This design comes from an exercise in tuning for small area, a short achievable clock period and few clock cycles on the open sky130 flow, not from production work.
In this exercise RTL edits were held to simulation tests only and were not proved equivalent to the original.
Power figures rest on the tool's default switching activity, not on a simulated workload.

==> run.sh <==
#!/bin/bash
# synth_recipe.tcl (not shown) runs the flow's synth.tcl, then flattens the netlist and writes it again
# the make line also repeats each setting of config.mk as NAME=value (left out here)
make -C /OpenROAD-flow-scripts/flow DESIGN_CONFIG=/design/flow/config.mk WORK_HOME=/design/flow/orfs CLKGATE_MAP_FILE= SYNTH_SCRIPT=/design/flow/synth_recipe.tcl finish
==> config.mk <==
export PLATFORM = sky130hd
export DESIGN_NAME = cavlc_residual_top
export DESIGN_NICKNAME = cavlc_residual_top
export VERILOG_FILES = /design/flow/design.v
export SDC_FILE = /design/flow/constraint.sdc
export NUM_CORES = 4
export LEC_CHECK = 0
export CAP_MARGIN = 20
export CORE_MARGIN = 2
export CORE_UTILIZATION = 40
export SETUP_SLACK_MARGIN = 5
export SLEW_MARGIN = 20
==> constraint.sdc <==
create_clock -name core_clock -period 11.0 [get_ports {clk}]
set_input_delay 2.2000 -clock core_clock [delete_from_list [all_inputs] [get_ports {clk}]]
set_output_delay 2.2000 -clock core_clock [all_outputs]
set_load 0.01 [all_outputs]
==> design.v <==
package cavlc_coeff_pkg;
	typedef union packed {
		logic signed [16-1:0][16-1:0] coef;
		logic [8-1:0][256/8-1:0] pair;
	} cavlc_block_u;
endpackage
package cavlc_code_pkg;
	function automatic logic [15:0] level_code_of(
		input logic signed [16-1:0] level,
		input logic adj);
		logic [15:0] code;
		if (level > 0)
			code = 16'(2 * level - 2);
		else
			code = 16'(-2 * level - 1);
		if (adj)
			code = code - 16'd2;
		level_code_of = code;
	endfunction
	function automatic logic [5+12+5-1:0] level_prefix_suffix(
		input  logic [15:0] code,
		input  logic [2:0] sfx_len);
		logic [4:0] prefix;
		logic [12-1:0] suffix;
		logic [5-1:0] len;
		logic [15:0] hi;
		hi = code >> sfx_len;
		if (sfx_len == 3'd0) begin
			if (code < 16'd14) begin
				prefix = code[4:0];
				suffix = '0;
				len = 5'(code + 16'd1);
			end else if (code < 16'd30) begin
				prefix = 5'd14;              
				suffix = 12'(code - 16'd14);
				len = 5'd19;
			end else begin
				prefix = 5'(15);
				suffix = 12'(code - 16'd30);
				len = 5'(15 + 1 + 12);
			end
		end else if (hi < 16'(15)) begin
			prefix = hi[4:0];
			suffix = 12'(code & ((16'd1 << sfx_len) - 16'd1));
			len = 5'(hi + 16'd1 + 16'(sfx_len));
		end else begin
			prefix = 5'(15);
			suffix = 12'(code - (16'(15) << sfx_len));
			len = 5'(15 + 1 + 12);
		end
		level_prefix_suffix = {prefix, suffix, len};
	endfunction
	function automatic logic [2:0] next_suffix_len(
		input logic [2:0] sfx_len,
		input logic [15:0] mag);
		logic [2:0] sl;
		sl = (sfx_len == 3'd0) ? 3'd1 : sfx_len;
		if (mag > (16'd3 << (sl - 3'd1)) && sl < 3'(6))
			sl = sl + 3'd1;
		next_suffix_len = sl;
	endfunction
endpackage
module cavlc_block_scan (
	input  logic         clk,
	input  logic         rst_n,
	input  logic         start_i,
	input  logic [256-1:0] block_i,
	input  logic         adv_i,           
	input  logic         adv_safe_i,      
	output logic         busy_o,
	output logic         tok_v_o,         
	output logic         tok_t1_o,        
	output logic         tok_last_o,      
	output logic         tok_first_o,     
	output logic         tok_adj_o,       
	output logic [11:0]  tok_cnt4_o,      
	output logic [15:0]  tok_data_o       
);
	logic [256-1:0] blk_q;
	logic [15:0] nz_q;         
	logic [15:0] one_q;        
	logic        have_q;       
	logic        first_q;      
	logic        pend_q;       
	logic        adj_q;
	logic        lastnext_q;   
	function automatic logic [3:0] therm_add(input logic [3:0] a, input logic [3:0] b);
		logic [4:0] ta, tb;
		logic [3:0] t;
		ta = {a, 1'b1};    
		tb = {b, 1'b1};
		for (int i = 1; i <= 4; i++) begin
			t[i-1] = 1'b0;
			for (int j = 0; j <= i; j++)
				t[i-1] = t[i-1] | (ta[j] & tb[i-j]);
		end
		therm_add = t;
	endfunction
	function automatic logic [3:0] therm16(input logic [15:0] x);
		logic [31:0] l1;
		logic [15:0] l2;
		logic [7:0]  l3;
		for (int i = 0; i < 8; i++)
			l1[4*i +: 4] = therm_add({3'd0, x[2*i]}, {3'd0, x[2*i+1]});
		for (int i = 0; i < 4; i++)
			l2[4*i +: 4] = therm_add(l1[8*i +: 4], l1[8*i+4 +: 4]);
		for (int i = 0; i < 2; i++)
			l3[4*i +: 4] = therm_add(l2[8*i +: 4], l2[8*i+4 +: 4]);
		therm16 = therm_add(l3[3:0], l3[7:4]);
	endfunction
	function automatic logic [15:0] or_above(input logic [15:0] x);
		logic [15:0] y;
		for (int k = 0; k < 16; k++)
			y[k] = |(x >> (k + 1));
		or_above = y;
	endfunction
	logic [15:0] nz_in, one_in;
	logic [3:0]  th_in;
	logic        ln_in;
	always_comb begin
		for (int k = 0; k < 16; k++) begin
			nz_in[k]  = |block_i[16*k +: 16];
			one_in[k] = block_i[16*k] &
				((block_i[16*k+1 +: 15] == 15'd0) || (block_i[16*k+1 +: 15] == 15'h7fff));
		end
		th_in = therm16(nz_in);
		ln_in = !th_in[1] || (!th_in[3] && (nz_in & ~one_in) == 16'd0);
	end
	logic [15:0] a1, a2, a3, a4, bad_above;
	logic        ge2, ge3, ge4, ge5;
	logic [15:0] sel1, t1pos, rem;
	logic [1:0]  t1cnt;
	logic [2:0]  signs;
	logic [2:0]  s;
	logic [23:0] c2;
	logic [11:0] c4;
	logic        is_t1, last, rem_le1;
	logic [15:0] coef;
	always_comb begin
		a1 = or_above(nz_q);                   
		a2 = or_above(nz_q & a1);              
		a3 = or_above(nz_q & a2);              
		a4 = or_above(nz_q & a3);              
		ge2 = |(nz_q & a1);
		ge3 = |(nz_q & a2);
		ge4 = |(nz_q & a3);
		ge5 = |(nz_q & a4);
		bad_above = or_above(nz_q & ~one_q);
		sel1  = nz_q & ~a1;
		t1pos = nz_q & one_q & ~bad_above & ~a3;
		if ((t1pos & a2) != 16'd0)
			t1cnt = 2'd3;
		else if ((t1pos & a1) != 16'd0)
			t1cnt = 2'd2;
		else if (t1pos != 16'd0)
			t1cnt = 2'd1;
		else
			t1cnt = 2'd0;
		s = '0;
		for (int k = 0; k < 16; k++) begin
			s[0] = s[0] | (t1pos[k] & ~a1[k] & blk_q[16*k+15]);
			s[1] = s[1] | (t1pos[k] & a1[k] & ~a2[k] & blk_q[16*k+15]);
			s[2] = s[2] | (t1pos[k] & a2[k] & blk_q[16*k+15]);
		end
		case (t1cnt)
			2'd3:    signs = {s[0], s[1], s[2]};
			2'd2:    signs = {1'b0, s[0], s[1]};
			default: signs = {2'b0, s[0]};
		endcase
		for (int i = 0; i < 8; i++)
			c2[3*i +: 3] = 3'(nz_q[2*i]) + 3'(nz_q[2*i+1]);
		for (int i = 0; i < 4; i++)
			c4[3*i +: 3] = c2[6*i +: 3] + c2[6*i+3 +: 3];
		is_t1 = first_q && (nz_q == 16'd0 || t1pos != 16'd0);
		rem   = nz_q & ~(is_t1 ? t1pos : sel1);
		if (is_t1) begin
			case (t1cnt)
				2'd3:    begin last = ~ge4; rem_le1 = ~ge5; end
				2'd2:    begin last = ~ge3; rem_le1 = ~ge4; end
				default: begin last = ~ge2; rem_le1 = ~ge3; end
			endcase
		end else begin
			last    = ~ge2;
			rem_le1 = ~ge3;
		end
		coef = '0;
		for (int k = 0; k < 16; k++)
			coef = coef | (blk_q[16*k +: 16] & {16{sel1[k]}});
	end
	logic busy_q, accept, issue, have_d, lastnext_d;
	assign busy_o = busy_q;
	assign accept = start_i & ~busy_q;
	assign issue  = adv_i & have_q;
	always_comb begin
		if (accept) begin
			have_d     = 1'b1;
			lastnext_d = ln_in;
		end else if (issue) begin
			have_d     = ~last;
			lastnext_d = rem_le1;
		end else begin
			have_d     = have_q;
			lastnext_d = lastnext_q;
		end
	end
	always_ff @(posedge clk or negedge rst_n) begin
		if (!rst_n) begin
			have_q     <= 1'b0;
			first_q    <= 1'b0;
			pend_q     <= 1'b0;
			lastnext_q <= 1'b0;
			busy_q     <= 1'b0;
			tok_v_o    <= 1'b0;
		end else begin
			have_q     <= have_d;
			lastnext_q <= lastnext_d;
			busy_q     <= have_d & ~(lastnext_d & adv_safe_i);
			if (accept) begin
				first_q    <= 1'b1;
				pend_q     <= 1'b0;
			end else if (issue) begin
				first_q    <= 1'b0;
				pend_q     <= is_t1;
			end
			if (adv_i)
				tok_v_o <= have_q;
		end
	end
	always_ff @(posedge clk) begin
		if (~busy_q) begin
			blk_q <= block_i;
			nz_q  <= nz_in;
			one_q <= one_in;
		end else if (issue) begin
			nz_q  <= rem;
		end
		if (issue && first_q)
			tok_cnt4_o <= c4;
		if (issue && is_t1) begin
			adj_q <= t1cnt != 2'd3;
		end
		if (issue) begin
			tok_t1_o    <= is_t1;
			tok_last_o  <= last;
			tok_first_o <= ~is_t1 & (first_q | pend_q);
			tok_adj_o   <= first_q | adj_q;
			tok_data_o  <= is_t1 ? {11'd0, t1cnt, signs} : coef;
		end
	end
endmodule
module cavlc_level_coder (
	input  logic                     clk,
	input  logic                     rst_n,
	input  logic                     adv_i,
	input  logic                     tok_v_i,
	input  logic                     tok_t1_i,
	input  logic                     tok_last_i,
	input  logic                     tok_first_i,
	input  logic                     tok_adj_i,
	input  logic [11:0]              tok_cnt4_i,    
	input  logic [15:0]              tok_data_i,
	output logic                     code_v_o,
	output logic                     code_last_o,
	output logic [12:0]              code_val_o,
	output logic [5-1:0]  code_len_o
);
	logic [2:0]  sfx_q;
	logic        neg, adj, gt;
	logic [15:0] x, m;
	logic [1:0]  d;
	logic [2:0]  sl, sl1, sl_n;
	logic [6:0]  th;
	logic [4:0]  ncnt;
	logic        ngt10;
	always_comb begin
		neg = tok_data_i[15];
		adj = tok_first_i & tok_adj_i;
		x   = neg ? ~tok_data_i : tok_data_i;
		d   = neg ? {1'b0, adj} : {adj, ~adj};
		m   = x - 16'(d);
		ncnt  = 5'(tok_cnt4_i[2:0]) + 5'(tok_cnt4_i[5:3]) + 5'(tok_cnt4_i[8:6]) + 5'(tok_cnt4_i[11:9]);
		ngt10 = ncnt > 5'd10;
		sl  = tok_first_i ? {2'd0, ngt10 & tok_adj_i} : sfx_q;
		sl1 = tok_first_i ? 3'd1 : sfx_q;
		th  = 7'd3 << (sl1 - 3'd1);
		gt  = neg ? (x >= 16'(th)) : (x > 16'(th));
		sl_n = (gt && sl1 != 3'd6) ? sl1 + 3'd1 : sl1;
	end
	logic        v1_q, t1_q, last1_q, neg_q;
	logic [2:0]  sl_q, j_q;      
	logic [15:0] m_q;        
	always_ff @(posedge clk or negedge rst_n) begin
		if (!rst_n) begin
			v1_q     <= 1'b0;
			code_v_o <= 1'b0;
		end else if (adv_i) begin
			v1_q     <= tok_v_i;
			code_v_o <= v1_q;
		end
	end
	always_ff @(posedge clk) begin
		if (adv_i && tok_v_i) begin
			t1_q    <= tok_t1_i;
			last1_q <= tok_last_i;
			neg_q   <= neg;
			sl_q    <= sl;
			j_q     <= sl1 - 3'd1;
			m_q     <= tok_t1_i ? tok_data_i : m;
			if (!tok_t1_i)
				sfx_q <= sl_n;
		end
	end
	logic [15:0] hif;
	logic [10:0] k, e;
	logic        esc;
	logic [12:0] val;
	logic [4:0]  len;
	always_comb begin
		hif = m_q >> j_q;
		esc = (hif[15:4] != 12'd0) || (hif[3:0] == 4'hf);
		k   = 11'd15 << j_q;
		e   = m_q[10:0] - k;
		if (t1_q) begin
			val = {10'd0, m_q[2:0]};
			len = {3'd0, m_q[4:3]};
		end else if (esc) begin
			val = {1'b1, e, neg_q};
			len = 5'd28;
		end else if (sl_q == 3'd0) begin
			if (m_q[3:0] < 4'd7) begin
				val = 13'd1;
				len = {m_q[3:0], neg_q} + 5'd1;
			end else begin
				val = {8'd1, m_q[2:0] + 3'd1, neg_q};    
				len = 5'd19;
			end
		end else begin
			val = {m_q[11:0], neg_q};
			for (int i = 0; i < 13; i++)
				if (i > sl_q)
					val[i] = 1'b0;
			val[sl_q] = 1'b1;
			len = 5'(hif[3:0]) + 5'd1 + 5'(sl_q);
		end
	end
	always_ff @(posedge clk) begin
		if (adv_i && v1_q) begin
			code_last_o <= last1_q;
			code_val_o  <= val;
			code_len_o  <= len;
		end
	end
endmodule
module cavlc_bit_packer (
	input  logic                       clk,
	input  logic                       rst_n,
	input  logic                       code_v_i,
	input  logic                       code_last_i,
	input  logic [12:0]                code_val_i,
	input  logic [5-1:0]    code_len_i,
	input  logic                       flush_i,
	output logic                       adv_o,
	output logic                       adv_safe_o,    
	output logic [7:0]                 byte_o,
	output logic                       byte_we_o,
	output logic                       block_done_o,
	output logic [9-1:0] block_bits_o
);
	localparam int W = 52;
	logic [W-1:0] acc_q, acc_d, placed;
	logic [5:0]   cnt_q, c1, add;
	logic [5:0]   pos;
	logic         drain, consume;
	logic [9-1:0] bsum_q;
	logic [7:0]   byte_q;
	logic         byte_we_q, done_q;
	logic [5:0]   cnt_d;
	assign drain   = cnt_q >= 6'd8;
	assign adv_o   = ~code_v_i | (7'(cnt_q) + 7'(code_len_i) <= 7'(W + 8));
	assign consume = code_v_i & adv_o;
	assign c1      = drain ? cnt_q - 6'd8 : cnt_q;
	always_comb begin
		if (consume) begin
			pos    = 6'(W) - c1 - 6'(code_len_i);
			placed = W'(code_val_i) << pos;
			add    = 6'(code_len_i);
		end else if (flush_i) begin
			pos    = 6'(W - 1) - c1;
			placed = W'(1) << pos;
			add    = 6'd8 - {3'd0, c1[2:0]};
		end else begin
			pos    = '0;
			placed = '0;
			add    = '0;
		end
		cnt_d = c1 + add;
		acc_d = (drain ? acc_q << 8 : acc_q) | placed;
	end
	always_ff @(posedge clk or negedge rst_n) begin
		if (!rst_n) begin
			acc_q     <= '0;
			cnt_q     <= '0;
			byte_we_q <= 1'b0;
			done_q    <= 1'b0;
			bsum_q    <= '0;
		end else begin
			acc_q     <= acc_d;
			cnt_q     <= cnt_d;
			byte_we_q <= drain;
			done_q    <= consume & code_last_i;
			bsum_q    <= (done_q ? '0 : bsum_q) + (consume ? 9'(code_len_i) : '0);
		end
	end
	always_ff @(posedge clk) begin
		if (drain)
			byte_q <= acc_q[W-1 -: 8];
	end
	assign adv_safe_o   = cnt_d <= 6'd32;
	assign byte_o       = byte_q;
	assign byte_we_o    = byte_we_q;
	assign block_done_o = done_q;
	assign block_bits_o = bsum_q;
endmodule
module cavlc_residual_top (
	input  logic                       clk,
	input  logic                       rst_n,
	input  logic                       start_i,
	input  logic [256-1:0]    block_i,      
	input  logic                       flush_i,
	output logic                       busy_o,
	output logic [7:0]                 byte_o,
	output logic                       byte_we_o,
	output logic                       block_done_o,
	output logic [9-1:0] block_bits_o
);
	logic        adv, adv_safe;
	logic        tok_v, tok_t1, tok_last, tok_first, tok_adj;
	logic [11:0] tok_cnt4;
	logic [15:0] tok_data;
	logic        code_v, code_last;
	logic [12:0] code_val;
	logic [5-1:0] code_len;
	cavlc_block_scan cavlc_block_scan_inst (
		.clk         (clk),
		.rst_n       (rst_n),
		.start_i     (start_i),
		.block_i     (block_i),
		.adv_i       (adv),
		.adv_safe_i  (adv_safe),
		.busy_o      (busy_o),
		.tok_v_o     (tok_v),
		.tok_t1_o    (tok_t1),
		.tok_last_o  (tok_last),
		.tok_first_o (tok_first),
		.tok_adj_o   (tok_adj),
		.tok_cnt4_o  (tok_cnt4),
		.tok_data_o  (tok_data)
	);
	cavlc_level_coder cavlc_level_coder_inst (
		.clk         (clk),
		.rst_n       (rst_n),
		.adv_i       (adv),
		.tok_v_i     (tok_v),
		.tok_t1_i    (tok_t1),
		.tok_last_i  (tok_last),
		.tok_first_i (tok_first),
		.tok_adj_i   (tok_adj),
		.tok_cnt4_i  (tok_cnt4),
		.tok_data_i  (tok_data),
		.code_v_o    (code_v),
		.code_last_o (code_last),
		.code_val_o  (code_val),
		.code_len_o  (code_len)
	);
	cavlc_bit_packer cavlc_bit_packer_inst (
		.clk          (clk),
		.rst_n        (rst_n),
		.code_v_i     (code_v),
		.code_last_i  (code_last),
		.code_val_i   (code_val),
		.code_len_i   (code_len),
		.flush_i      (flush_i),
		.adv_o        (adv),
		.adv_safe_o   (adv_safe),
		.byte_o       (byte_o),
		.byte_we_o    (byte_we_o),
		.block_done_o (block_done_o),
		.block_bits_o (block_bits_o)
	);
endmodule
==> impl_metrics.env, run 1 <==
export IMPL_outcome="finished clean"
export IMPL_yosys_area_share_simple=0.152
export IMPL_drt_pass1_iter_count=9
export IMPL_antenna_left=0
export IMPL_min_period_ps=5660
export IMPL_drive_above_1_share=0.0592
export IMPL_synth_warnings=3
export IMPL_synthAdderAreaFrac=0.0578
export IMPL_start_util=0.406
export IMPL_grt_max_degree=211
export IMPL_hold_class="flip-flop to flip-flop"
export IMPL_drc=0
export IMPL_postSynthAreaPerCell_um2=11.1
export IMPL_tightest_slew_ps=952
export IMPL_root_buffer="clkbuf_16"
export IMPL_die_area_mm2=0.0648
export IMPL_syn_to_final_growth_pct=21.1
export IMPL_path_class="flip-flop to flip-flop"
export IMPL_critPathArrivalTime_ps=6120
export IMPL_drv_cap=0
export IMPL_synth_area_top_cells="edfxtp_1, dfrtp_1, ha_1, nor2_1, mux2i_1"
export IMPL_finalHoldViolations=0
export IMPL_seq_area_mm2=0.0132
export IMPL_nets=2894
export IMPL_yosysTopAreaCellShare=0.450
export IMPL_cp_end_kind="flip-flop"
export IMPL_gp_congestion=0.927
export IMPL_synth_top_family_by_area="compound AO/OA/AOI/OAI gates"
export IMPL_htreeDepth=2
export IMPL_clk_pin_slew_ps=70
export IMPL_routedWlPerCell_um=23.1
export IMPL_vias=20400
export IMPL_rows=91
export IMPL_coreArea_mm2=0.0618
export IMPL_antenna_found_initial=7
export IMPL_synth_top_area_cell="edfxtp_1"
export IMPL_grt_pass1_wl_mm=119
export IMPL_fin_skew_ps=31.1
export IMPL_mostFrequentLayoutCell="edfxtp_1"
export IMPL_clockBufferDepth=3
export IMPL_power_density_mw_per_mm2=342
export IMPL_pre_cts_ws_ps=4690
export IMPL_worst_slack_ps=5340
export IMPL_peakVddDrop_mv=0.478
export IMPL_synth_seq_cells=453
export IMPL_crit_fanout=47
export IMPL_io_buffers=279
export IMPL_slew_headroom=0.363
export IMPL_hpwl_mm=59.9
export IMPL_synth_xor_area_share=0.0223
export IMPL_drt_initial_drc_count=1998
export IMPL_cts_made_buffers=49
export IMPL_design_area_mm2=0.0304
export IMPL_cts_sinks=453
export IMPL_synth_cell_types=88
export IMPL_finalCritPeriodShare=0.515
export IMPL_synth_main_ff_cell="edfxtp_1"
export IMPL_tritoncts="built"
export IMPL_synth_compound_area_frac=0.172
export IMPL_die_w_um=255
export IMPL_grt_pass1_vias=20200
export IMPL_routed_via_density=5.99
export IMPL_synth_edf_count=376
export IMPL_setup_worst_path_start_class="flip-flop"
export IMPL_seq_area_frac_synth=0.526
export IMPL_multi_input_area_mm2=0.0111
export IMPL_grt_ovfl_total=0
export IMPL_synthMuxAreaShare=0.0367
export IMPL_die_h_um=255
export IMPL_slew_violations=0
export IMPL_worstPathRequired_ps=11460
export IMPL_max_freq_ghz=0.177
export IMPL_cts_hold_buf=0
export IMPL_clk_latency_ps=600
export IMPL_grt_usage=0.241
export IMPL_syn_inst=2267
export IMPL_async_flop_share=0.170
export IMPL_syn_num_nets=2631
export IMPL_power_leakage_uw=0.0107
export IMPL_place_area_mm2=0.0288
export IMPL_final_setup_viol_count=0
export IMPL_io_pins=280
export IMPL_tns_ps=0
export IMPL_rsz0062_at_grt="no"
export IMPL_wirelength_mm=78.8
export IMPL_synth_area_mm2=0.0251
export IMPL_final_cell_mix="edfxtp_1, clkdlybuf4s50_1, nor2_1"
export IMPL_fillers=5568
==> cell type report <==
| type | instances | area share |
|---|---|---|
| multi-input cells | 1598 | 0.366 |
| clock inverters | 23 | 0.00617 |
| diodes | 2 | 0.000165 |
| repair buffers | 305 | 0.0994 |
| clock buffers | 65 | 0.0443 |
| well taps | 837 | 0.0344 |
| inverters | 123 | 0.0154 |
| flip-flops and latches | 453 | 0.435 |
==> synthesized netlist by cell type (12+ instances only) <==
| cell | instances |
|---|---|
| edfxtp_1 | 376 |
| nor2_1 | 183 |
| nand2_1 | 143 |
| a21oi_1 | 128 |
| inv_1 | 119 |
| nand4_1 | 88 |
| ha_1 | 87 |
| o21ai_0 | 82 |
| nor4_1 | 78 |
| clkbuf_1 | 77 |
| dfrtp_1 | 77 |
| a22oi_1 | 70 |
| mux2i_1 | 65 |
| nor3_1 | 58 |
| nand3_1 | 57 |
| o221ai_1 | 51 |
| a221oi_1 | 36 |
| xnor2_1 | 35 |
| a222oi_1 | 31 |
| xor2_1 | 29 |
| nor2b_1 | 28 |
| a21o_1 | 26 |
| a31oi_1 | 24 |
| nand2b_1 | 21 |
| o21a_1 | 21 |
| o22ai_1 | 20 |
| a211oi_1 | 17 |
| fa_1 | 17 |
| and4_1 | 15 |
| or3_1 | 15 |
| and2_1 | 13 |
| mux2_2 | 12 |
==> worst max-delay path, cell delays in order, from the launching register on <==
cell and delay [ps]:
edfxtp_1 640, buf_4 370, or3_4 430, nor4_2 580
nor2_1 230, nor4b_4 490, nand2_1 210, a2111oi_4 630
o21ai_1 260, a31oi_4 220, buf_4 480, nand2_1 350
and3b_1 290, or3_1 310
==> logic make-up after synthesis <==
logic type	Yosys count
AO/OA/AOI/OAI	603
AND/OR/NAND/NOR	742
XOR/XNOR	64
buffers and inverters	216
multiplexers	83
adder cells (fa/ha/maj)	106
flip-flops	453
==> stage by stage <==
step | power [uW] | hold WS, ps | std cells | util
floorplan | 6840 | 400 | 2267 | -
global placement | 8610 | 402 | 3312 | 0.465
detailed placement | 8700 | 422 | 3312 | 0.465
CTS | 10300 | 441 | 3400 | 0.490
global route | 11100 | 457 | 3406 | 0.492
finish | 10400 | 438 | 3406 | 0.492
==> timing repair <==
| action | CTS | global route |
|---|---|---|
| setup buffers | 0 | 3 |
| resized for setup | 0 | 7 |
| endpoints found under the setup margin | 0 | 19 |
==> flip-flops by register name, indices dropped and copies added (netlist names), 3 cells and up <==
signal and cells:
cavlc_bit_packer_inst.acc_q 52, cavlc_bit_packer_inst.bsum_q 9, cavlc_bit_packer_inst.byte_q 8, cavlc_bit_packer_inst.cnt_q 6, cavlc_block_scan_inst.blk_q 256, cavlc_block_scan_inst.nz_q 16
cavlc_block_scan_inst.one_q 16, cavlc_block_scan_inst.tok_cnt4_o 12, cavlc_block_scan_inst.tok_data_o 16, cavlc_level_coder_inst.code_len_o 5, cavlc_level_coder_inst.code_val_o 13, cavlc_level_coder_inst.j_q 3
cavlc_level_coder_inst.m_q 16, cavlc_level_coder_inst.sfx_q 3, cavlc_level_coder_inst.sl_q 3
==> path summary, 6_finish.rpt <==
path | start | endpoint | cells past startpoint | slack (ps)
max in group asynchronous | rst_n | cavlc_block_scan_inst.busy_q | 1 | 8840
worst max register to register | cavlc_block_scan_inst.nz_q[15] | cavlc_block_scan_inst.lastnext_q | 13 | 5340
worst max-delay path | cavlc_block_scan_inst.nz_q[15] | cavlc_block_scan_inst.lastnext_q | 13 | 5340
min in group asynchronous | rst_n | cavlc_bit_packer_inst.acc_q[2] | 1 | 1650
worst min register to register | cavlc_level_coder_inst.last1_q | cavlc_level_coder_inst.code_last_o | 0 | 440
worst min-delay path | cavlc_level_coder_inst.last1_q | cavlc_level_coder_inst.code_last_o | 0 | 440
==> per-layer routing <==
layer,up-vias,GRT usage,routed length [um]
met5,-,0,64
met4,10,0.0825,2360
met3,122,0.0379,5280
met2,842,0.411,38900
met1,9957,0.311,32100
li1,9465,-,-
==> power breakdown <==
part	leakage, uW	internal, uW	switching [uW]	total (uW)
Clock	0.000748	909	693	1600
Combinational	0.00542	2100	3800	5890
Sequential	0.00454	2500	404	2900
Total	0.0107	5500	4890	10400
Testbench counts, summed over its fixed seeds: cycles 6,765.
==> run 2: changes to the inputs <==
--- a/config.mk
+++ b/config.mk
@@ -7,2 +7,3 @@
 export LEC_CHECK = 0
+export ABC_AREA = 1
 export CAP_MARGIN = 20
==> run 2 against run 1 <==
  * Still clean on timing, DRC and antenna
  * Sequential power is 5% higher
  * Via count is 9.4% higher
  * Non-clock buffer count stayed put
  * Routed wire length is 4.9% higher
  * Critical path depth is 9 higher
  * Clock skew is 1.1 ps lower
  * Maximum frequency is 13% higher
  * Hold slack worse by 19 ps
  * Combinational power is 5.8% higher
  * Final cell count is 20% higher
  * Register-to-register slack better by 650 ps
==> impl_metrics.env, run 2 <==
export IMPL_die_w_um=259
export IMPL_outcome="finished clean"
export IMPL_min_period_ps=5010
export IMPL_numPlacedInstances=3980
export IMPL_final_cells=4074
export IMPL_seq_area_frac_synth=0.506
export IMPL_slew_headroom=0.280
export IMPL_cp_end_kind="flip-flop"
export IMPL_slew_violations=0
export IMPL_cts_sinks=453
export IMPL_cts_resized=0
export IMPL_pwr_share_comb=0.564
export IMPL_grt_pass1_vias=21900
export IMPL_path_class="flip-flop to flip-flop"
export IMPL_drc=0
export IMPL_multi_input_area_mm2=0.0112
export IMPL_yosysMostFrequentCell="nand2_1"
export IMPL_clk_pin_slew_ps=60
export IMPL_root_buffer="clkbuf_16"
export IMPL_n_antenna_cell=0
export IMPL_hpwl_mm=64.4
export IMPL_crit_fanout=22
export IMPL_synth_seq_cells=453
export IMPL_synth_edf_count=376
export IMPL_htreeDepth=2
export IMPL_setup_worst_path_start_class="flip-flop"
export IMPL_vias=22300
export IMPL_critPathArrivalTime_ps=5510
export IMPL_drv_cap=0
export IMPL_synth_top_area_cell="edfxtp_1"
export IMPL_fillers=6064
export IMPL_min_to="cavlc_level_coder_inst.last1_q"
export IMPL_worstPathRequired_ps=11490
export IMPL_largestRegisters="cavlc_block_scan_inst.blk_q x256, cavlc_bit_packer_inst.acc_q x52"
export IMPL_power_leakage_uw=0.0127
export IMPL_wirelength_mm=82.6
export IMPL_synth_warnings=3
export IMPL_drive_above_1_share=0.0659
export IMPL_io_buffers=279
export IMPL_rr_endpoint="cavlc_block_scan_inst.busy_q"
export IMPL_max_freq_ghz=0.199
export IMPL_clockBufferDepth=3
export IMPL_syn_num_nets=3270
export IMPL_tritoncts="built"
export IMPL_fin_skew_ps=30.0
export IMPL_cts_hold_buf=0
export IMPL_sw_frac_of_total=0.488
export IMPL_routed_via_density=5.48
export IMPL_finalHoldViolations=0
export IMPL_tightest_slew_ps=1080
export IMPL_io_pins=280
export IMPL_die_h_um=259
export IMPL_rr_worst_depth=22
export IMPL_cts_setup_buffers=0
export IMPL_top_register="cavlc_block_scan_inst.blk_q"
export IMPL_antenna_found_initial=1
export IMPL_die_area_mm2=0.0673
export IMPL_hp_start="cavlc_block_scan_inst.tok_last_o"
export IMPL_grt_usage=0.244
export IMPL_final_cell_mix="nand2_1, edfxtp_1, inv_1"
export IMPL_hold_class="flip-flop to flip-flop"
export IMPL_drt_initial_drc_count=2304
export IMPL_clk_latency_ps=620
export IMPL_async_flop_share=0.170
export IMPL_gp_congestion=0.948
export IMPL_place_area_mm2=0.0298
export IMPL_rr_startpoint="cavlc_bit_packer_inst.cnt_q[0]"
export IMPL_grt_max_degree=188
export IMPL_syn_to_final_growth_pct=21.0
export IMPL_mostFrequentLayoutCell="nand2_1"
export IMPL_routedWlPerCell_um=20.3
export IMPL_synth_area_mm2=0.0261
export IMPL_rsz0062_at_grt="no"
export IMPL_holdPathStages=0
export IMPL_seq_area_mm2=0.0132
export IMPL_power_density_mw_per_mm2=350
export IMPL_coreArea_mm2=0.0645
export IMPL_synth_main_ff_cell="edfxtp_1"
export IMPL_rrSetupSlack_ps=5990
export IMPL_p_int_uw=5650
export IMPL_yosys_top_cells_count="nand2_1, edfxtp_1, inv_1, nor2_1, nand3_1"
export IMPL_tns_ps=0
export IMPL_peakVddDrop_mv=0.314
export IMPL_yosysTopAreaCellShare=0.432
export IMPL_design_area_mm2=0.0316
export IMPL_grt_ovfl_total=0
export IMPL_postSynthAreaPerCell_um2=8.98
export IMPL_drt_pass1_iter_count=6
export IMPL_cts_made_buffers=51
export IMPL_syn_inst=2906
export IMPL_start_util=0.405
export IMPL_antenna_left=0
export IMPL_nets=3542
export IMPL_rows=93
export IMPL_largest_register_ffs=256
export IMPL_synth_cell_types=63
export IMPL_pwr_share_clk=0.160
export IMPL_pwr_share_seq=0.276
export IMPL_switchingPower_uw=5390
export IMPL_grt_pass1_wl_mm=126
export IMPL_finalCritPeriodShare=0.456
export IMPL_synth_area_top_cells="edfxtp_1, nand2_1, dfrtp_1, inv_1, nor2_1"
export IMPL_final_setup_viol_count=0
## run 2: cell count changes in the layout (fill, tap and decap cells not counted), sizes merged, moves of 28 or more
cell | before | now
mux2i | 65 | 13
nand2 | 143 | 702
o221ai | 52 | 0
nor4 | 79 | 48
a22oi | 70 | 15
a21oi | 128 | 95
nor2 | 184 | 333
inv | 124 | 339
nor2b | 28 | 0
nand3 | 57 | 156
nor3 | 59 | 29
a222oi | 31 | 0
o21ai | 86 | 146
## run 2: worst max-delay path, stage by stage, from the launching register on
cell,delay (ps)
dfrtp_1,420
inv_1,130
ha_1,570
clkinv_1,340
nand2_1,120
o21ai_0,80
a221oi_1,240
o211a_1,190
o21ai_0,60
and2_1,160
nand2_1,60
buf_4,280
nand2_1,170
o22ai_1,150
ha_1,180
inv_1,60
fa_1,510
inv_1,50
or4_1,500
o21ai_0,380
nand2_1,120
nand2_1,70
inv_1,40
## run 2: area by class of cell
| cell class | instances | area share |
|---|---|---|
| Clock buffer | 70 | 0.0459 |
| Tap cell | 855 | 0.0339 |
| Clock inverter | 24 | 0.00970 |
| Sequential cell | 453 | 0.418 |
| Timing Repair Buffer | 305 | 0.0950 |
| Multi-Input combinational cell | 2021 | 0.356 |
| Inverter | 346 | 0.0412 |
## run 2: worst max-delay path by stage
stage	to	depth (start not counted)	from	slack (ps)
2_1_floorplan	cavlc_block_scan_inst.busy_q	11	cavlc_block_scan_inst.busy_q	5790
3_3_place_gp	cavlc_block_scan_inst.busy_q	20	block_i[234]	5530
3_5_place_dp	cavlc_block_scan_inst.busy_q	18	block_i[234]	5550
4_1_cts	cavlc_block_scan_inst.busy_q	22	cavlc_bit_packer_inst.cnt_q[0]	5990
5_1_grt	cavlc_block_scan_inst.busy_q	22	cavlc_bit_packer_inst.cnt_q[0]	5530
6_report	cavlc_block_scan_inst.busy_q	22	cavlc_bit_packer_inst.cnt_q[0]	5990
## run 2: metrics by stage
stage / worst slack (ps) / power [uW] / hold WS (ps) / util
final: 5990 / 11000 / 419 / 0.490
after global routing: 5530 / 11900 / 426 / 0.490
after CTS: 5990 / 11100 / 421 / 0.490
after detailed placement: 5550 / 9270 / 407 / 0.463
after global placement: 5530 / 9140 / 408 / 0.463
after floorplan: 5790 / 7340 / 400 / -
## run 2: power groups by stage
stage	clock, uW	sequential [uW]	combinational (uW)
floorplan	0	2930	4410
global placement	0	3070	6070
detailed placement	0	3080	6190
CTS	1810	3050	6220
global route	1870	3100	6960
finish	1770	3040	6230
## run 2: logic make-up after synthesis
family | share of synthesized area
simple gates | 0.245
fa+ha+maj | 0.0547
mux | 0.00498
flops | 0.506
xor+xnor | 0.0151
buf+inv | 0.0640
compound gates | 0.110
## run 2: layer usage
layer / vias up / wire, um / GRT usage
met1: 10600 / 33900 / 0.317
met3: 139 / 5240 / 0.0310
met2: 863 / 40700 / 0.419
met4: 2 / 2680 / 0.0838
li1: 10700 / - / -
met5: - / 13 / 0
==> run 3: changes to the inputs <==
--- a/design.v
+++ b/design.v
@@ -76,3 +76,4 @@
 	output logic [11:0]  tok_cnt4_o,      
-	output logic [15:0]  tok_data_o       
+	output logic [15:0]  tok_data_o,      
+	output logic [4:0]   tok_sg_o         
 );
@@ -81,2 +82,4 @@
 	logic [15:0] one_q;        
+	logic [15:0] sign_q;       
+	logic        run2_q;       
 	logic        have_q;       
@@ -126,45 +129,38 @@
 		th_in = therm16(nz_in);
-		ln_in = !th_in[1] || (!th_in[3] && (nz_in & ~one_in) == 16'd0);
+		ln_in = !th_in[1] || (!th_in[2] && (nz_in & ~one_in) == 16'd0);
 	end
-	logic [15:0] a1, a2, a3, a4, bad_above;
-	logic        ge2, ge3, ge4, ge5;
+	logic [15:0] a1, a2, bad_above;
+	logic [3:0]  th;
+	logic        ge2, ge3, ge4;
 	logic [15:0] sel1, t1pos, rem;
+	logic        top_one, two, is_t1, last, rem_le1;
 	logic [1:0]  t1cnt;
 	logic [2:0]  signs;
-	logic [2:0]  s;
+	logic        s1, s2;
 	logic [23:0] c2;
 	logic [11:0] c4;
-	logic        is_t1, last, rem_le1;
 	logic [15:0] coef;
 	always_comb begin
-		a1 = or_above(nz_q);                   
-		a2 = or_above(nz_q & a1);              
-		a3 = or_above(nz_q & a2);              
-		a4 = or_above(nz_q & a3);              
-		ge2 = |(nz_q & a1);
-		ge3 = |(nz_q & a2);
-		ge4 = |(nz_q & a3);
-		ge5 = |(nz_q & a4);
+		a1  = or_above(nz_q);                  
+		a2  = or_above(nz_q & a1);             
+		th  = therm16(nz_q);
+		ge2 = th[1];
+		ge3 = th[2];
+		ge4 = th[3];
 		bad_above = or_above(nz_q & ~one_q);
-		sel1  = nz_q & ~a1;
-		t1pos = nz_q & one_q & ~bad_above & ~a3;
-		if ((t1pos & a2) != 16'd0)
-			t1cnt = 2'd3;
-		else if ((t1pos & a1) != 16'd0)
-			t1cnt = 2'd2;
-		else if (t1pos != 16'd0)
+		sel1    = nz_q & ~a1;
+		top_one = (sel1 & one_q) != 16'd0;
+		t1pos   = nz_q & one_q & ~bad_above & ~a2;
+		two     = (t1pos & a1) != 16'd0;
+		s1 = |(sel1 & sign_q);
+		s2 = |(t1pos & a1 & sign_q);
+		if (first_q) begin
+			is_t1 = (nz_q == 16'd0) || top_one;
+			t1cnt = (nz_q == 16'd0) ? 2'd0 : (two ? 2'd2 : 2'd1);
+			signs = two ? {1'b0, s1, s2} : {2'b0, s1};
+		end else begin
+			is_t1 = run2_q && top_one;
 			t1cnt = 2'd1;
-		else
-			t1cnt = 2'd0;
-		s = '0;
-		for (int k = 0; k < 16; k++) begin
-			s[0] = s[0] | (t1pos[k] & ~a1[k] & blk_q[16*k+15]);
-			s[1] = s[1] | (t1pos[k] & a1[k] & ~a2[k] & blk_q[16*k+15]);
-			s[2] = s[2] | (t1pos[k] & a2[k] & blk_q[16*k+15]);
-		end
-		case (t1cnt)
-			2'd3:    signs = {s[0], s[1], s[2]};
-			2'd2:    signs = {1'b0, s[0], s[1]};
-			default: signs = {2'b0, s[0]};
-		endcase
+			signs = {2'b0, s1};
+		end
 		for (int i = 0; i < 8; i++)
@@ -173,10 +169,6 @@
 			c4[3*i +: 3] = c2[6*i +: 3] + c2[6*i+3 +: 3];
-		is_t1 = first_q && (nz_q == 16'd0 || t1pos != 16'd0);
-		rem   = nz_q & ~(is_t1 ? t1pos : sel1);
-		if (is_t1) begin
-			case (t1cnt)
-				2'd3:    begin last = ~ge4; rem_le1 = ~ge5; end
-				2'd2:    begin last = ~ge3; rem_le1 = ~ge4; end
-				default: begin last = ~ge2; rem_le1 = ~ge3; end
-			endcase
+		rem = nz_q & ~((first_q && top_one) ? t1pos : sel1);
+		if (first_q && top_one && two) begin
+			last    = ~ge3;
+			rem_le1 = ~ge4;
 		end else begin
@@ -211,2 +203,3 @@
 			lastnext_q <= 1'b0;
+			run2_q     <= 1'b0;
 			busy_q     <= 1'b0;
@@ -220,2 +213,3 @@
 				pend_q     <= 1'b0;
+				run2_q     <= 1'b0;
 			end else if (issue) begin
@@ -223,2 +217,3 @@
 				pend_q     <= is_t1;
+				run2_q     <= first_q && top_one && two;
 			end
@@ -233,2 +228,4 @@
 			one_q <= one_in;
+			for (int k = 0; k < 16; k++)
+				sign_q[k] <= block_i[16*k+15];
 		end else if (issue) begin
@@ -238,5 +235,4 @@
 			tok_cnt4_o <= c4;
-		if (issue && is_t1) begin
-			adj_q <= t1cnt != 2'd3;
-		end
+		if (issue && is_t1)
+			adj_q <= first_q;
 		if (issue) begin
@@ -244,5 +240,6 @@
 			tok_last_o  <= last;
-			tok_first_o <= ~is_t1 & (first_q | pend_q);
-			tok_adj_o   <= first_q | adj_q;
-			tok_data_o  <= is_t1 ? {11'd0, t1cnt, signs} : coef;
+			tok_first_o <= ~is_t1 & (first_q | pend_q | run2_q);
+			tok_adj_o   <= first_q | adj_q | run2_q;
+			tok_data_o  <= coef;
+			tok_sg_o    <= {t1cnt, signs};
 		end
@@ -261,2 +258,3 @@
 	input  logic [15:0]              tok_data_i,
+	input  logic [4:0]               tok_sg_i,
 	output logic                     code_v_o,
@@ -307,3 +305,3 @@
 			j_q     <= sl1 - 3'd1;
-			m_q     <= tok_t1_i ? tok_data_i : m;
+			m_q     <= tok_t1_i ? {11'd0, tok_sg_i} : m;
 			if (!tok_t1_i)
@@ -439,2 +437,3 @@
 	logic [15:0] tok_data;
+	logic [4:0]  tok_sg;
 	logic        code_v, code_last;
@@ -456,3 +455,4 @@
 		.tok_cnt4_o  (tok_cnt4),
-		.tok_data_o  (tok_data)
+		.tok_data_o  (tok_data),
+		.tok_sg_o    (tok_sg)
 	);
@@ -469,2 +469,3 @@
 		.tok_data_i  (tok_data),
+		.tok_sg_i    (tok_sg),
 		.code_v_o    (code_v),
--- a/config.mk
+++ b/config.mk
@@ -7,3 +7,2 @@
 export LEC_CHECK = 0
-export ABC_AREA = 1
 export CAP_MARGIN = 20
==> run 3 against run 2 <==
  * Clock power is 3% lower
  * Cell area is 3.9% lower
  * Hold slack better by 3.4 ps
  * Final cell count is 17% lower
  * Total power is 7.6% lower
  * Critical endpoint unchanged
  * Critical path depth is 11 lower
  * Sequential power is 4% lower
  * Combinational power is about 10% lower
  * Sequential share of layout area is 2.2 points higher
  * Count of clock-buffer cells in the layout is 5 lower
==> impl_metrics.env, run 3 <==
export IMPL_syn_num_nets=2610
export IMPL_seq_area_mm2=0.0134
export IMPL_rsz0062_at_grt="no"
export IMPL_finalHoldViolations=0
export IMPL_outcome="finished clean"
export IMPL_io_buffers=279
export IMPL_min_period_ps=5420
export IMPL_hpwl_mm=60.0
export IMPL_yosysTopAreaCellShare=0.455
export IMPL_hold_class="flip-flop to flip-flop"
export IMPL_wirelength_mm=77.2
export IMPL_worstPathRequired_ps=11480
export IMPL_top_register="cavlc_block_scan_inst.blk_q"
export IMPL_synth_cell_types=98
export IMPL_io_pins=280
export IMPL_final_cell_mix="edfxtp_1, clkdlybuf4s50_1, nand2_1"
export IMPL_drv_cap=0
export IMPL_synth_area_top_cells="edfxtp_1, dfrtp_1, ha_1, nand2_1, a21oi_1"
export IMPL_crit_fanout=5
export IMPL_cts_hold_buf=0
export IMPL_tightest_slew_ps=1230
export IMPL_worst_slack_ps=5580
export IMPL_antenna_left=0
export IMPL_drc=0
export IMPL_cts_sinks=458
export IMPL_root_buffer="clkbuf_16"
export IMPL_fin_hold_ws_ps=422
export IMPL_numPlacedInstances=3280
export IMPL_routedWlPerCell_um=22.8
export IMPL_clk_latency_ps=610
export IMPL_rr_endpoint="cavlc_block_scan_inst.busy_q"
export IMPL_finalCritPeriodShare=0.493
export IMPL_routed_via_density=5.85
export IMPL_grt_pass1_wl_mm=116
export IMPL_yosysMostFrequentCell="edfxtp_1"
export IMPL_start_util=0.405
export IMPL_nets=2862
export IMPL_synth_warnings=3
export IMPL_drive_above_1_share=0.0623
export IMPL_rrSetupSlack_ps=5890
export IMPL_postSynthAreaPerCell_um2=11.2
export IMPL_grt_usage=0.235
export IMPL_tns_ps=0
export IMPL_critPathArrivalTime_ps=5900
export IMPL_grt_pass1_vias=19500
export IMPL_syn_inst=2244
export IMPL_clk_pin_slew_ps=60
export IMPL_peakVddDrop_mv=0.331
export IMPL_drt_initial_drc_count=1839
export IMPL_cp_end_kind="flip-flop"
export IMPL_async_flop_share=0.170
export IMPL_power_leakage_uw=0.0108
export IMPL_setup_worst_path_start_class="input port"
export IMPL_hp_start="cavlc_block_scan_inst.tok_last_o"
export IMPL_cts_made_buffers=50
export IMPL_fillers=5536
export IMPL_rr_startpoint="cavlc_bit_packer_inst.cnt_q[0]"
export IMPL_die_w_um=254
export IMPL_antenna_found_initial=11
export IMPL_power_density_mw_per_mm2=336
export IMPL_max_freq_ghz=0.184
export IMPL_largest_register_ffs=256
export IMPL_slew_headroom=0.176
export IMPL_synth_main_ff_cell="edfxtp_1"
export IMPL_min_to="cavlc_level_coder_inst.last1_q"
export IMPL_htreeDepth=2
export IMPL_slew_violations=0
export IMPL_final_setup_viol_count=0
export IMPL_rr_worst_depth=17
export IMPL_pre_cts_ws_ps=4980
export IMPL_grt_ovfl_total=0
export IMPL_synth_area_mm2=0.0251
export IMPL_rows=91
export IMPL_yosys_top_cells_count="edfxtp_1, nand2_1, nor2_1, a21oi_1, inv_1"
export IMPL_startpoint="block_i[17]"
export IMPL_utilization=0.491
export IMPL_clockBufferDepth=3
export IMPL_die_h_um=254
export IMPL_synth_edf_count=380
export IMPL_largestRegisters="cavlc_block_scan_inst.blk_q x256, cavlc_bit_packer_inst.acc_q x52"
export IMPL_grt_max_degree=187
export IMPL_holdPathStages=0
export IMPL_die_area_mm2=0.0647
export IMPL_multi_input_area_mm2=0.0109
export IMPL_mostFrequentLayoutCell="edfxtp_1"
export IMPL_vias=19800
export IMPL_cts_resized=0
export IMPL_seq_area_frac_synth=0.533
export IMPL_path_class="input port to flip-flop"
export IMPL_gp_congestion=0.958
export IMPL_coreArea_mm2=0.0618
export IMPL_final_cells=3380
export IMPL_fin_skew_ps=30.2
export IMPL_cts_setup_buffers=0
export IMPL_synth_seq_cells=458
export IMPL_syn_to_final_growth_pct=21.2
export IMPL_tritoncts="built"
export IMPL_drt_pass1_iter_count=9
export IMPL_synth_top_area_cell="edfxtp_1"
[run 3: area by class of cell]
cell class | instances | area share
antenna | 6 | 0.000495
clock buffer | 65 | 0.0441
clock inverter | 28 | 0.0109
inverter | 118 | 0.0147
multi-input combinational | 1571 | 0.358
sequential | 458 | 0.440
tap | 837 | 0.0345
timing repair buffer | 297 | 0.0970
[run 3: worst max-delay path: stages]
cell and delay (ps):
clkdlybuf4s50_1 450, nor4_1 410, nand2_1 130, nor3_1 980, nand4_4 230, or3_4 460, o21ai_1 120, o21ai_1 90
or4b_4 570, a21oi_2 180, a211oi_1 80
[run 3: worst max-delay path by stage]
| stage | to | slack [ps] | cells past startpoint |
|---|---|---|---|
| global placement | cavlc_block_scan_inst.busy_q | 5100 | 11 |
| finish | cavlc_block_scan_inst.busy_q | 5580 | 11 |
| CTS | cavlc_block_scan_inst.busy_q | 5650 | 11 |
| floorplan | cavlc_block_scan_inst.blk_q[0] | 5660 | 2 |
| detailed placement | cavlc_block_scan_inst.busy_q | 4980 | 11 |
| global route | cavlc_block_scan_inst.busy_q | 5370 | 20 |
[run 3: per-layer routing]
layer	track usage	vias up	wire length, um
met5	0	-	65
met4	0.108	10	3660
met3	0.0329	157	3760
met2	0.415	667	39200
met1	0.285	9693	30500
li1	-	9245	-
[run 3: kinds of logic (layout without fill, tap and decap cells)]
family | count (synthesis) | after routing | share of synthesized area
simple gates | 776 | 776 | 0.163
compound gates | 543 | 543 | 0.153
flops | 458 | 458 | 0.533
buf+inv | 215 | 508 | 0.0337
fa+ha+maj | 117 | 117 | 0.0621
mux | 80 | 80 | 0.0359
xor+xnor | 55 | 55 | 0.0192
other cells | 0 | 6 | 0
[run 3: where the power goes]
part           internal (uW)  leakage, uW  total [uW]  switching [uW]
registers               2500      0.00460        2910             409
logic                   2050      0.00537        5580            3530
clock network           1000     0.000815        1710             707
[run 3: metrics by stage]
stage / instance area, um^2 / power, uW
floorplan: 25100 / 6690
global placement: 28600 / 8380
detailed placement: 28700 / 8480
CTS: 30300 / 10200
global route: 30400 / 11000
finish: 30400 / 10200
Testbench counts of run 3, summed over its fixed seeds: cycles 7,043.
==> run 4: changes to the inputs <==
--- a/design.v
+++ b/design.v
@@ -129,5 +129,5 @@
 		th_in = therm16(nz_in);
-		ln_in = !th_in[1] || (!th_in[2] && (nz_in & ~one_in) == 16'd0);
+		ln_in = !th_in[1];
 	end
-	logic [15:0] a1, a2, bad_above;
+	logic [15:0] a1, a2, sel2one;
 	logic [3:0]  th;
@@ -149,9 +149,9 @@
 		ge4 = th[3];
-		bad_above = or_above(nz_q & ~one_q);
 		sel1    = nz_q & ~a1;
 		top_one = (sel1 & one_q) != 16'd0;
-		t1pos   = nz_q & one_q & ~bad_above & ~a2;
-		two     = (t1pos & a1) != 16'd0;
+		sel2one = nz_q & a1 & ~a2 & one_q;
+		t1pos   = sel1 | sel2one;
+		two     = sel2one != 16'd0;
 		s1 = |(sel1 & sign_q);
-		s2 = |(t1pos & a1 & sign_q);
+		s2 = |(sel2one & sign_q);
 		if (first_q) begin
@@ -262,3 +262,4 @@
 	output logic [12:0]              code_val_o,
-	output logic [5-1:0]  code_len_o
+	output logic [5-1:0]  code_len_o,
+	output logic [5:0]               code_room_o    
 );
@@ -348,2 +349,3 @@
 			code_len_o  <= len;
+			code_room_o <= 6'd52 - 6'(len);
 		end
@@ -358,2 +360,3 @@
 	input  logic [5-1:0]    code_len_i,
+	input  logic [5:0]                 code_room_i,   
 	input  logic                       flush_i,
@@ -368,3 +371,3 @@
 	logic [W-1:0] acc_q, acc_d, placed;
-	logic [5:0]   cnt_q, c1, add;
+	logic [5:0]   cnt_q, c1;
 	logic [5:0]   pos;
@@ -376,10 +379,11 @@
 	assign drain   = cnt_q >= 6'd8;
-	assign adv_o   = ~code_v_i | (7'(cnt_q) + 7'(code_len_i) <= 7'(W + 8));
-	assign consume = code_v_i & adv_o;
 	assign c1      = drain ? cnt_q - 6'd8 : cnt_q;
+	assign adv_o   = ~code_v_i | (c1 <= code_room_i);
+	assign consume = code_v_i & adv_o;
+	logic [9-1:0] bsum_b;
 	always_comb begin
 		if (consume) begin
-			pos    = 6'(W) - c1 - 6'(code_len_i);
+			pos    = code_room_i - c1;
 			placed = W'(code_val_i) << pos;
-			add    = 6'(code_len_i);
+			cnt_d  = c1 + 6'(code_len_i);
 		end else if (flush_i) begin
@@ -387,3 +391,3 @@
 			placed = W'(1) << pos;
-			add    = 6'd8 - {3'd0, c1[2:0]};
+			cnt_d  = {c1[5:3] + 3'd1, 3'd0};
 		end else begin
@@ -391,6 +395,6 @@
 			placed = '0;
-			add    = '0;
+			cnt_d  = c1;
 		end
-		cnt_d = c1 + add;
-		acc_d = (drain ? acc_q << 8 : acc_q) | placed;
+		acc_d  = (drain ? acc_q << 8 : acc_q) | placed;
+		bsum_b = done_q ? '0 : bsum_q;
 	end
@@ -408,3 +412,3 @@
 			done_q    <= consume & code_last_i;
-			bsum_q    <= (done_q ? '0 : bsum_q) + (consume ? 9'(code_len_i) : '0);
+			bsum_q    <= consume ? bsum_b + 9'(code_len_i) : bsum_b;
 		end
@@ -441,2 +445,3 @@
 	logic [5-1:0] code_len;
+	logic [5:0]  code_room;
 	cavlc_block_scan cavlc_block_scan_inst (
@@ -473,3 +478,4 @@
 		.code_val_o  (code_val),
-		.code_len_o  (code_len)
+		.code_len_o  (code_len),
+		.code_room_o (code_room)
 	);
@@ -482,2 +488,3 @@
 		.code_len_i   (code_len),
+		.code_room_i  (code_room),
 		.flush_i      (flush_i),
==> run 4 against run 3 <==
  * Still clean
  * Clock power increased by 6%
  * Worst setup slack better by 630 ps
  * Clock skew up 17 ps
  * Critical path type is now flip-flop to flip-flop
  * Highest routed layer is now met4
==> impl_metrics.env, run 4 <==
export IMPL_outcome="finished clean"
export IMPL_routedWlPerCell_um=24.1
export IMPL_cp_end_kind="flip-flop"
export IMPL_start_util=0.406
export IMPL_die_area_mm2=0.0635
export IMPL_tns_ps=0
export IMPL_rr_worst_depth=12
export IMPL_coreArea_mm2=0.0606
export IMPL_finalCritPeriodShare=0.436
export IMPL_drt_pass1_iter_count=6
export IMPL_peakVddDrop_mv=0.296
export IMPL_startpoint="cavlc_bit_packer_inst.cnt_q[5]"
export IMPL_routed_via_density=6.07
export IMPL_yosys_area_share_simple=0.160
export IMPL_synth_edf_count=385
export IMPL_power_density_mw_per_mm2=331
export IMPL_grt_ovfl_total=0
export IMPL_die_h_um=252
export IMPL_clockBufferDepth=3
export IMPL_root_buffer="clkbuf_16"
export IMPL_nets=2802
export IMPL_yosysMostFrequentCell="edfxtp_1"
export IMPL_synth_compound_area_frac=0.153
export IMPL_cts_hold_buf=0
export IMPL_vias=19900
export IMPL_clk_latency_ps=630
export IMPL_grt_usage=0.246
export IMPL_min_to="cavlc_level_coder_inst.last1_q"
export IMPL_worstPathRequired_ps=11430
export IMPL_synth_cell_types=88
export IMPL_synth_xor_area_share=0.0199
export IMPL_postSynthAreaPerCell_um2=11.3
export IMPL_slew_headroom=0.162
export IMPL_cts_made_buffers=50
export IMPL_die_w_um=252
export IMPL_final_cell_mix="edfxtp_1, clkdlybuf4s50_1, nand2_1"
export IMPL_power_leakage_uw=0.0106
export IMPL_rrSetupSlack_ps=6210
export IMPL_synth_area_mm2=0.0246
export IMPL_rsz0062_at_grt="no"
export IMPL_drive_above_1_share=0.0712
export IMPL_cts_sinks=463
export IMPL_hold_class="flip-flop to flip-flop"
export IMPL_rows=90
export IMPL_slew_violations=0
export IMPL_hpwl_mm=60.7
export IMPL_synth_seq_cells=463
export IMPL_synthMuxAreaShare=0.0354
export IMPL_cts_resized=0
export IMPL_synth_top_family_by_area="simple AND/OR/NAND/NOR gates"
export IMPL_syn_to_final_growth_pct=22.3
export IMPL_largestRegisters="cavlc_block_scan_inst.blk_q x256, cavlc_bit_packer_inst.acc_q x52"
export IMPL_grt_pass1_wl_mm=119
export IMPL_path_class="flip-flop to flip-flop"
export IMPL_antenna_left=0
export IMPL_holdPathStages=0
export IMPL_cts_setup_buffers=0
export IMPL_htreeDepth=2
export IMPL_max_freq_ghz=0.209
export IMPL_async_flop_share=0.168
export IMPL_mostFrequentLayoutCell="edfxtp_1"
export IMPL_setup_worst_path_start_class="flip-flop"
export IMPL_wirelength_mm=78.9
export IMPL_io_pins=280
export IMPL_hp_start="cavlc_block_scan_inst.tok_last_o"
export IMPL_yosys_top_cells_count="edfxtp_1, nand2_1, nor2_1, inv_1, nand4_1"
export IMPL_fin_skew_ps=46.8
export IMPL_crit_fanout=55
export IMPL_top_register="cavlc_block_scan_inst.blk_q"
export IMPL_yosysTopAreaCellShare=0.470
export IMPL_drc=0
export IMPL_syn_num_nets=2529
export IMPL_synthAdderAreaFrac=0.0533
export IMPL_worst_slack_ps=6210
export IMPL_min_period_ps=4790
export IMPL_grt_pass1_vias=19500
export IMPL_syn_inst=2174
export IMPL_synth_area_top_cells="edfxtp_1, dfrtp_1, ha_1, nand4_1, nand2_1"
export IMPL_drv_cap=0
export IMPL_gp_congestion=0.982
export IMPL_tightest_slew_ps=1260
export IMPL_rr_startpoint="cavlc_bit_packer_inst.cnt_q[5]"
export IMPL_rr_endpoint="cavlc_block_scan_inst.busy_q"
export IMPL_tritoncts="built"
export IMPL_io_buffers=279
export IMPL_largest_register_ffs=256
export IMPL_synth_warnings=3
export IMPL_final_setup_viol_count=0
export IMPL_pre_cts_ws_ps=5980
export IMPL_seq_area_frac_synth=0.549
export IMPL_antenna_found_initial=7
export IMPL_clk_pin_slew_ps=60
export IMPL_grt_max_degree=207
export IMPL_drt_initial_drc_count=1947
export IMPL_finalHoldViolations=0
export IMPL_synth_top_area_cell="edfxtp_1"
export IMPL_synth_main_ff_cell="edfxtp_1"
export IMPL_critPathArrivalTime_ps=5230
-- run 4: changes by cell type after synthesis, moves of 10 or more --
| cell | previous run | this run |
|---|---|---|
| nand4_1 | 68 | 102 |
| a21oi_1 | 125 | 95 |
| nand2_1 | 192 | 164 |
| a22oi_1 | 45 | 67 |
| inv_1 | 116 | 102 |
| nor4_1 | 57 | 69 |
| a21boi_0 | 10 | 21 |
| nor2_1 | 151 | 162 |
| ha_1 | 90 | 80 |
| maj3_1 | 11 | 1 |
| nand2b_1 | 21 | 11 |
-- run 4: logic make-up (layout without fill, tap and decap cells) --
kind of cell,count (synthesis),count (layout)
adder cells (fa/ha/maj),96,96
AO/OA/AOI/OAI,526,526
buffers and inverters,190,503
XOR/XNOR,56,56
multiplexers,76,76
AND/OR/NAND/NOR,767,767
flip-flops,463,463
other,0,5
-- run 4: how the worst max path moves through the flow --
stage,to,slack (ps),cells past startpoint
floorplan,cavlc_block_scan_inst.busy_q,5440,7
global placement,cavlc_block_scan_inst.busy_q,6080,9
detailed placement,cavlc_block_scan_inst.busy_q,5980,9
CTS,cavlc_block_scan_inst.busy_q,6310,12
global route,cavlc_block_scan_inst.busy_q,5880,12
finish,cavlc_block_scan_inst.busy_q,6210,12
-- run 4: report_power, final --
group / switching, uW / internal [uW] / total, uW
Sequential: 397 / 2600 / 3000
Clock: 736 / 1070 / 1810
Combinational: 3260 / 1880 / 5140
Total: 4390 / 5560 / 9950
-- run 4: final cells by class --
| class | instances | area (um^2) |
|---|---|---|
| tap | 782 | 978 |
| timing repair buffer | 306 | 3010 |
| antenna | 5 | 12.5 |
| multi-input combinational | 1521 | 10400 |
| clock buffer | 55 | 1300 |
| sequential | 463 | 13500 |
| clock inverter | 37 | 479 |
| inverter | 105 | 398 |
| fill | 5502 | 30500 |
-- run 4: critical path, cell delays in order, from the launching register on --
cell       delay (ps)
dfrtp_1           390
nor3_2             60
buf_4             340
nor2_1            490
inv_1             120
ha_1              260
or2_2             290
a2111oi_0         720
or3_1             560
a21oi_1            70
or2_2             310
o41ai_1           840
a211oi_2          160
-- run 4: per-layer routing --
layer,part of all wire,vias up,track usage
met1,0.40,9724,0.316
met2,0.49,887,0.418
met4,0.042,0,0.101
li1,-,9110,-
met3,0.067,146,0.0337
met5,0,-,0
-- run 4: stage by stage --
stage | instances | util | power, uW | area [um^2] | hold WS [ps]
final | 3274 | 0.496 | 9950 | 30100 | 435
after detailed placement | 3177 | 0.467 | 8120 | 28300 | 422
after global placement | 3177 | 0.467 | 8030 | 28300 | 406
after global routing | 3273 | 0.496 | 10600 | 30100 | 457
after floorplan | 2174 | - | 6450 | 24600 | 400
after CTS | 3269 | 0.496 | 9940 | 30100 | 438
Testbench counts of run 4, summed over its fixed seeds: cycles 7,161.
==> run 5: changes to the inputs <==
--- a/design.v
+++ b/design.v
@@ -371,23 +371,19 @@
 	logic [W-1:0] acc_q, acc_d, placed;
-	logic [5:0]   cnt_q, c1;
+	logic [5:0]   c1_q, cnt_d;
 	logic [5:0]   pos;
-	logic         drain, consume;
-	logic [9-1:0] bsum_q;
+	logic         drain_q, consume;
+	logic [9-1:0] bsum_q, bsum_b;
 	logic [7:0]   byte_q;
 	logic         byte_we_q, done_q;
-	logic [5:0]   cnt_d;
-	assign drain   = cnt_q >= 6'd8;
-	assign c1      = drain ? cnt_q - 6'd8 : cnt_q;
-	assign adv_o   = ~code_v_i | (c1 <= code_room_i);
+	assign adv_o   = ~code_v_i | (c1_q <= code_room_i);
 	assign consume = code_v_i & adv_o;
-	logic [9-1:0] bsum_b;
 	always_comb begin
 		if (consume) begin
-			pos    = code_room_i - c1;
+			pos    = code_room_i - c1_q;
 			placed = W'(code_val_i) << pos;
-			cnt_d  = c1 + 6'(code_len_i);
+			cnt_d  = c1_q + 6'(code_len_i);
 		end else if (flush_i) begin
-			pos    = 6'(W - 1) - c1;
+			pos    = 6'(W - 1) - c1_q;
 			placed = W'(1) << pos;
-			cnt_d  = {c1[5:3] + 3'd1, 3'd0};
+			cnt_d  = {c1_q[5:3] + 3'd1, 3'd0};
 		end else begin
@@ -395,5 +391,5 @@
 			placed = '0;
-			cnt_d  = c1;
+			cnt_d  = c1_q;
 		end
-		acc_d  = (drain ? acc_q << 8 : acc_q) | placed;
+		acc_d  = (drain_q ? acc_q << 8 : acc_q) | placed;
 		bsum_b = done_q ? '0 : bsum_q;
@@ -403,3 +399,4 @@
 			acc_q     <= '0;
-			cnt_q     <= '0;
+			c1_q      <= '0;
+			drain_q   <= 1'b0;
 			byte_we_q <= 1'b0;
@@ -409,4 +406,5 @@
 			acc_q     <= acc_d;
-			cnt_q     <= cnt_d;
-			byte_we_q <= drain;
+			drain_q   <= cnt_d >= 6'd8;
+			c1_q      <= (cnt_d >= 6'd8) ? cnt_d - 6'd8 : cnt_d;
+			byte_we_q <= drain_q;
 			done_q    <= consume & code_last_i;
@@ -416,3 +414,3 @@
 	always_ff @(posedge clk) begin
-		if (drain)
+		if (drain_q)
 			byte_q <= acc_q[W-1 -: 8];
==> run 5 against run 4 <==
  * Clock power fell by 9.9%
  * Die area fell by 0.24%
  * Flip-flop and latch count rose by 1
  * Worst setup slack improved by 130 ps
  * Largest power group unchanged
  * Highest routed layer unchanged
  * Critical path depth fell by 2
  * Sequential power rose by 5%
  * Critical path type is now input port to flip-flop
  * Routed wire length fell by 7.5%
  * Sequential share of layout area rose by 0.57 points
==> impl_metrics.env, run 5 <==
export IMPL_tightest_slew_ps=1070
export IMPL_cp_depth=10
export IMPL_rr_worst_depth=11
export IMPL_wirelength_mm=73.0
export IMPL_root_buffer="clkbuf_16"
export IMPL_cts_setup_buffers=0
export IMPL_grt_usage=0.227
export IMPL_vias=19200
export IMPL_synth_warnings=3
export IMPL_place_area_mm2=0.0281
export IMPL_fillers=5329
export IMPL_fin_skew_ps=20.4
export IMPL_largestRegisters="cavlc_block_scan_inst.blk_q x256, cavlc_bit_packer_inst.acc_q x52"
export IMPL_top_register="cavlc_block_scan_inst.blk_q"
export IMPL_startpoint="block_i[17]"
export IMPL_power_density_mw_per_mm2=320
export IMPL_die_w_um=252
export IMPL_critPathArrivalTime_ps=5090
export IMPL_slew_headroom=0.284
export IMPL_antenna_found_initial=3
export IMPL_rr_endpoint="cavlc_block_scan_inst.busy_q"
export IMPL_grt_pass1_wl_mm=112
export IMPL_worstPathRequired_ps=11430
export IMPL_syn_num_nets=2514
export IMPL_tritoncts="built"
export IMPL_syn_inst=2158
export IMPL_rr_startpoint="cavlc_block_scan_inst.nz_q[13]"
export IMPL_clk_latency_ps=600
export IMPL_io_pins=280
export IMPL_crit_fanout=4
export IMPL_crit_end="cavlc_block_scan_inst.busy_q"
export IMPL_yosysMostFrequentCell="edfxtp_1"
export IMPL_synth_main_ff_cell="edfxtp_1"
export IMPL_cts_sinks=464
export IMPL_drc=0
export IMPL_rrSetupSlack_ps=6450
export IMPL_grt_pass1_vias=18900
export IMPL_holdPathStages=0
export IMPL_finalCritPeriodShare=0.424
export IMPL_grt_ovfl_total=0
export IMPL_path_class="input port to flip-flop"
export IMPL_max_freq_ghz=0.214
export IMPL_synth_top_area_cell="edfxtp_1"
export IMPL_clk_pin_slew_ps=60
export IMPL_die_area_mm2=0.0633
export IMPL_rsz0062_at_grt="no"
export IMPL_nets=2777
export IMPL_design_area_mm2=0.0298
export IMPL_final_cell_mix="edfxtp_1, clkdlybuf4s50_1, nand2_1"
export IMPL_tns_ps=0
export IMPL_min_period_ps=4670
export IMPL_hold_class="flip-flop to flip-flop"
export IMPL_peakVddDrop_mv=0.179
export IMPL_die_h_um=252
export IMPL_start_util=0.406
export IMPL_yosysTopAreaCellShare=0.471
export IMPL_largest_register_ffs=256
export IMPL_htreeDepth=2
export IMPL_io_buffers=279
export IMPL_synth_cell_types=82
export IMPL_rows=90
export IMPL_yosys_top_cells_count="edfxtp_1, nand2_1, nor2_1, inv_1, a21oi_1"
export IMPL_power_leakage_uw=0.0106
export IMPL_outcome="finished clean"
export IMPL_clockBufferDepth=3
export IMPL_postSynthAreaPerCell_um2=11.4
export IMPL_drt_initial_drc_count=2001
export IMPL_cts_resized=0
export IMPL_seq_area_frac_synth=0.552
export IMPL_hpwl_mm=55.9
export IMPL_cts_made_buffers=50
==> run 5: cell count changes after synthesis, sizes merged, moves of 13 or more <==
cell | before | now
o22ai | 20 | 6
nor2b | 18 | 49
nor2 | 162 | 136
nand3 | 74 | 90
a221o | 13 | 26
nand4 | 102 | 82
nand2 | 164 | 149
a221oi | 19 | 46
==> run 5: logic make-up (layout without fill, tap and decap cells) <==
| family | after synthesis | in the layout | share of synthesized area |
|---|---|---|---|
| and+or+nand+nor | 742 | 742 | 0.158 |
| AOI/OAI and AO/OA | 521 | 521 | 0.151 |
| DFF | 464 | 464 | 0.552 |
| buffers and inverters | 203 | 506 | 0.0314 |
| adders and majority gates | 99 | 99 | 0.0548 |
| muxes | 72 | 72 | 0.0333 |
| xor gates and xnor gates | 57 | 57 | 0.0203 |
| other | 0 | 3 | 0 |
==> run 5: power breakdown <==
part | switching, uW | internal [uW]
logic | 3030 | 1730
registers | 415 | 2730
clock network | 705 | 924
==> run 5: layer usage <==
metal / GRT usage / part of all wire / up-vias
met5: 0 / 0 / -
met4: 0.0673 / 0.025 / 0
met3: 0.0291 / 0.057 / 104
met2: 0.385 / 0.50 / 721
met1: 0.303 / 0.42 / 9411
li1: - / - / 8998
==> run 5: worst reg2reg max path, stage by stage, from the launching register on <==
cell and delay, ps:
edfxtp_1 690, inv_1 200, ha_1 300, nor2b_1 460
nand3_1 410, o311ai_1 500, nor4b_1 600, o311ai_2 210
a41oi_2 380, mux2_4 350, a21bo_1 220, a22oi_2 170
==> run 5: how the worst min path moves through the flow <==
stage                                           startpoint                            endpoint  slack, ps
after global routing      cavlc_block_scan_inst.tok_last_o      cavlc_level_coder_inst.last1_q        430
final                     cavlc_block_scan_inst.tok_last_o      cavlc_level_coder_inst.last1_q        430
after global placement    cavlc_block_scan_inst.tok_last_o      cavlc_level_coder_inst.last1_q        410
after floorplan             cavlc_level_coder_inst.last1_q  cavlc_level_coder_inst.code_last_o        400
after CTS                 cavlc_block_scan_inst.tok_last_o      cavlc_level_coder_inst.last1_q        430
after detailed placement  cavlc_block_scan_inst.tok_last_o      cavlc_level_coder_inst.last1_q        420
==> run 5: metrics by stage <==
| stage | hold slack [ps] | instances | worst slack [ps] |
|---|---|---|---|
| finish | 425 | 3246 | 6330 |
| global route | 428 | 3246 | 6100 |
| CTS | 429 | 3242 | 6390 |
| detailed placement | 416 | 3150 | 5770 |
| global placement | 407 | 3150 | 5820 |
| floorplan | 400 | 2158 | 5650 |
==> run 5: final cells by class <==
type,instances,share of cell area
multi-input combinational,1491,0.345
clock buffer,64,0.0445
clock inverter,28,0.00824
inverter,113,0.0144
antenna,3,0.000252
tap,782,0.0329
timing repair buffer,301,0.0997
sequential,464,0.455
Testbench counts of run 5, summed over its fixed seeds: cycles 7,161.

[static timing again, ports no longer ideal]
No port has a modelled driver above. Below, the same layouts with a new extraction and two added sets of constraints.
Step 1 sets driving cells, clkbuf_16 on the clock port and buf_2 on the other inputs (assumed; they add their load-dependent delay and slew).
Step 2, shift: input delay + t, output delay - t, t = (earliest + latest rising clock arrival at the registers) / 2. This alone moves slack from input paths to output paths.
Slacks: ideal / step 1 / step 2; pairs: ideal / step 1.
run	shift t [ns]	setup WS [ns]
run 1	0.650	5.335 / 5.335 / 4.802
run 2	0.665	5.987 / 5.987 / 5.378
run 3	0.659	5.578 / 5.620 / 4.961
run 4	0.666	6.205 / 6.205 / 5.815
run 5	0.651	6.333 / 6.372 / 5.720
After both steps setup and hold are still met in every run listed.
